What follows belongs to an exercise in optimizing a design on an open flow for small area and few clock cycles per item; a production flow would make more cautious choices. At most, simulation tests tie the RTL to the original design; equivalence was not proved.

v7:
==> flow/design.v (excerpt) <==
module barrel_math_pipe #(
  parameter int H_RES   = 1080,
  parameter int V_RES   = 960,
  parameter int COORD_W = 12,
  parameter int FRAC_W  = 3,
  parameter int K_SHIFT = 24
) (
  input  logic               clk,
  input  logic               reset,
  input  logic               gen_en,
  input  logic [1:0]         mode,
  input  logic [15:0]        k_coef,
  output logic [31:0]        tIn_tdata,
  output logic               tIn_tvalid,
  input  logic               tIn_tready,
  input  logic [31:0]        tOut_tdata,
  input  logic               tOut_tvalid,
  output logic               tOut_tready,
  output logic [31:0]        rCin_tdata,
  output logic [15:0]        rPin_tdata,
  output logic               rCin_tvalid,
  output logic               rPin_tvalid,
  input  logic               rCin_tready,
  input  logic               rPin_tready,
  input  logic [31:0]        rOut_tdata,
  input  logic               rOut_tvalid,
  output logic               rOut_tready,
  output logic [COORD_W-1:0] xOut,
  output logic [COORD_W-1:0] yOut,
  output logic               addr_vld,
  input  logic               mem_ready,
  output logic               clipped,
  output logic               frame_done
);
  logic signed [10:0] gx;
  logic signed [9:0]  gy;
  logic               gen_hs, last_col, last_row;
  assign gen_hs    = tIn_tvalid & tIn_tready;
  assign last_col  = (gx == 11'sd539);
  assign last_row  = (gy == -10'sd479);
  assign tIn_tdata = {{3{gy[9]}}, gy, 3'b000, {2{gx[10]}}, gx, 3'b000};
  always_ff @(posedge clk) begin
    if (reset) begin
      gx         <= -11'sd540;
      gy         <= 10'sd480;
      tIn_tvalid <= 1'b0;
      frame_done <= 1'b0;
    end else begin
      frame_done <= gen_hs & last_col & last_row;
      if (!tIn_tvalid || tIn_tready) tIn_tvalid <= gen_en;
      if (gen_hs) begin
        if (last_col) begin
          gx <= -11'sd540;
          gy <= last_row ? 10'sd480 : gy - 10'sd1;
        end else begin
          gx <= gx + 11'sd1;
        end
      end
    end
  end
  logic        en;
  logic        va, vb;
  logic [15:0] ra, pha, ka, rb, phb;
  logic [1:0]  ma;
  logic [31:2] sqa;
  logic [14:0] scb;
  logic [31:0] sq_n, sq;
  logic [47:0] prod;
  ...
Settings: LEC_CHECK=0, CAP_MARGIN=20, CORE_MARGIN=2, CORE_UTILIZATION=60, PLACE_DENSITY=0.75, SLEW_MARGIN=20, SYNTH_HIERARCHICAL=1, SYNTH_MINIMUM_KEEP_SIZE=0; clock period 9.0 ns.
standard.sh (not shown) runs the stock make flow with config.mk's settings and CLKGATE_MAP_FILE= SYNTH_SCRIPT=/design/flow/synth_recipe.tcl, a recipe that flattens the netlist after the stock synthesis.
==> flow/flow/run.sh <==
#!/bin/bash
# Standard layout with smaller port buffers and a clock tree of smaller buffers, without
# dummy loads. Each ORFS step keeps its own log under orfs/logs/; make's output goes to
# flow_make.log.
set -euo pipefail
bash standard.sh \
  'BUFFER_PORTS_ARGS=-buffer_cell sky130_fd_sc_hd__buf_1' \
  'CTS_ARGS=-sink_clustering_enable -sink_clustering_size 12 -repair_clock_nets -dont_use_dummy_load -buf_list sky130_fd_sc_hd__clkbuf_8' \
  finish > flow_make.log 2>&1
> inputs changed (v7 -> v45)
- a change of PLACE_DENSITY from 0.75 to 0.8
- a change of CORE_UTILIZATION from 60 to 40
--- a/flow/flow/run.sh
+++ b/flow/flow/run.sh
@@ -8 +8 @@
-  'CTS_ARGS=-sink_clustering_enable -sink_clustering_size 12 -repair_clock_nets -dont_use_dummy_load -buf_list sky130_fd_sc_hd__clkbuf_8' \
+  'CTS_ARGS=-sink_clustering_enable -repair_clock_nets -dont_use_dummy_load -buf_list {sky130_fd_sc_hd__clkbuf_4 sky130_fd_sc_hd__clkbuf_8}' \
- v45 ended with more length of routed wiring on met1 than v7.
- Worst clock skew on the final layout: v45 vs v7 up 19 ps
- Looking at startpoint-to-endpoint class of the critical path, the reg2out result is from v7; the reg2reg one comes from v45.
- The more densely filled core belongs to v7, not v45.
- Summary: with v7 as the reference, global-route wire length before repair in v45 moved down slightly.
- From v45 to v7, post-synthesis cell count did not move at all.
- v7 and v45 ended up with nearly the same maximum frequency from static timing analysis.
Changes in v48 relative to v45:
- CORE_UTILIZATION: 40 -> 70
- PLACE_DENSITY: 0.8 -> 0.85
==> comparison <==
- Worst setup slack, v45 and v48: higher on v48
- Area added between synthesis and finish: v45 and v48 compared, lower one is v48
- Between v45 and v48, the delay of the slowest cell on the worst path is higher for v48.
Function was not checked in any run of this note: the RTL went through the layout flow alone.


barrel_math_pipe, a different RTL version from the one above (not shown whole).
Size: about 2,600 cells after synthesis, roughly 180 flip-flops, roughly 200 I/O pins.
export LEC_CHECK = 0
export CAP_MARGIN = 20
export CORE_MARGIN = 2
export CORE_UTILIZATION = 70
export PLACE_DENSITY = 0.85
export SLEW_MARGIN = 20
export SYNTH_HIERARCHICAL = 1
export SYNTH_MINIMUM_KEEP_SIZE = 0
create_clock -name core_clock -period 9.0 [get_ports {clk}]
==> flow/flow/run.sh <==
#!/bin/bash
# Standard layout with smaller port buffers and a clock tree of smaller buffers, without
# dummy loads. Each ORFS step keeps its own log under orfs/logs/; make's output goes to
# flow_make.log.
set -euo pipefail
bash standard.sh \
  'BUFFER_PORTS_ARGS=-buffer_cell sky130_fd_sc_hd__buf_1' \
  'CTS_ARGS=-sink_clustering_enable -sink_clustering_size 12 -repair_clock_nets -dont_use_dummy_load -buf_list sky130_fd_sc_hd__clkbuf_8' \
  finish > flow_make.log 2>&1
Testbench counts at the start, summed over its fixed seeds: cycles 16,016, items 16,000.
Rerun with:
--- a/flow/flow/run.sh
+++ b/flow/flow/run.sh
@@ -6 +6 @@
-bash standard.sh \
+GPL_KEEP_OVERFLOW=0 bash standard.sh \
Settings changed: CAP_MARGIN 20 to 10, SLEW_MARGIN 20 to 10.
Effect: The new run completed with no timing, DRC or antenna violations; register-to-register slack improved by 60 ps; routed wire length went up by 4.2%; sequential share of layout area went down by 0.31 points; cell area went up by 1.8%.
Rerun with:
Settings changed: CAP_MARGIN 10 to 20, SLEW_MARGIN 10 to 20.
Worst setup slack gets worse by 9.5 ps. Wire length falls by 3.0%. Synthesized cell count is unchanged. Final area is lower by 1.7%. Area after synthesis does not change. Via count came out lower by about 2.4%. Worst hold slack gets worse by 9.6 ps. Final cell count fell by 1.1%. Global-route usage came out lower by 0.49 points. Clock skew went down by 11 ps.
Rerun with:
--- a/flow/flow/run.sh
+++ b/flow/flow/run.sh
@@ -6 +6 @@
-GPL_KEEP_OVERFLOW=0 bash standard.sh \
+bash standard.sh \
Settings changed: CORE_UTILIZATION 70 to 60, PLACE_DENSITY 0.85 to 0.75.
Result:
- The new run finished with timing, DRC and antenna clean
- register-to-register slack improves by 110 ps
- worst hold slack is better by 14 ps
- wire length went down by 2.9%
- count of clock-buffer cells in the layout does not change
- setup slack gets better by 56 ps
- via count came out lower by 3.2%
- clock skew is higher by 4.5 ps

-- static timing again, ports no longer ideal --
In the flow no input, the clock included, has a driving cell. The finished layouts below were timed again as built, in two steps.
Step 1 (the two cells are an assumption about what drives the block):
set clk [get_ports {clk}]
set_driving_cell -lib_cell sky130_fd_sc_hd__clkbuf_16 $clk
set_driving_cell -lib_cell sky130_fd_sc_hd__buf_2 [delete_from_list [all_inputs] $clk]
Step 2 moves the port delays by t, midway between the first and last clock arrival at a register: inputs arrive t later, outputs are due t later. That takes back most of the time a late clock gives input paths.
Three values: no drivers, after step 1, after step 2; two values: the first two.
run | t (ns) | setup WS [ns] | hold WS [ns]
v7 | 0.520 | 0.412 / 0.369 / 0.467 | 0.404 / 0.404 / 0.404
v45 | 0.565 | 0.419 / 0.419 / 0.419 | 0.405 / 0.405 / 0.405
v48 | 0.543 | 0.528 / 0.472 / 0.657 | 0.390 / 0.390 / 0.390
the first run of note 2 | 0.516 | 0.284 / 0.284 / 0.284 | 0.392 / 0.392 / 0.392
the second run of note 2 | 0.519 | 0.296 / 0.251 / 0.342 | 0.409 / 0.409 / 0.409
the third run of note 2 | 0.521 | 0.286 / 0.241 / 0.347 | 0.399 / 0.399 / 0.399
the fourth run of note 2 | 0.548 | 0.342 / 0.296 / 0.459 | 0.413 / 0.413 / 0.413
After both steps every run listed still meets setup and hold.
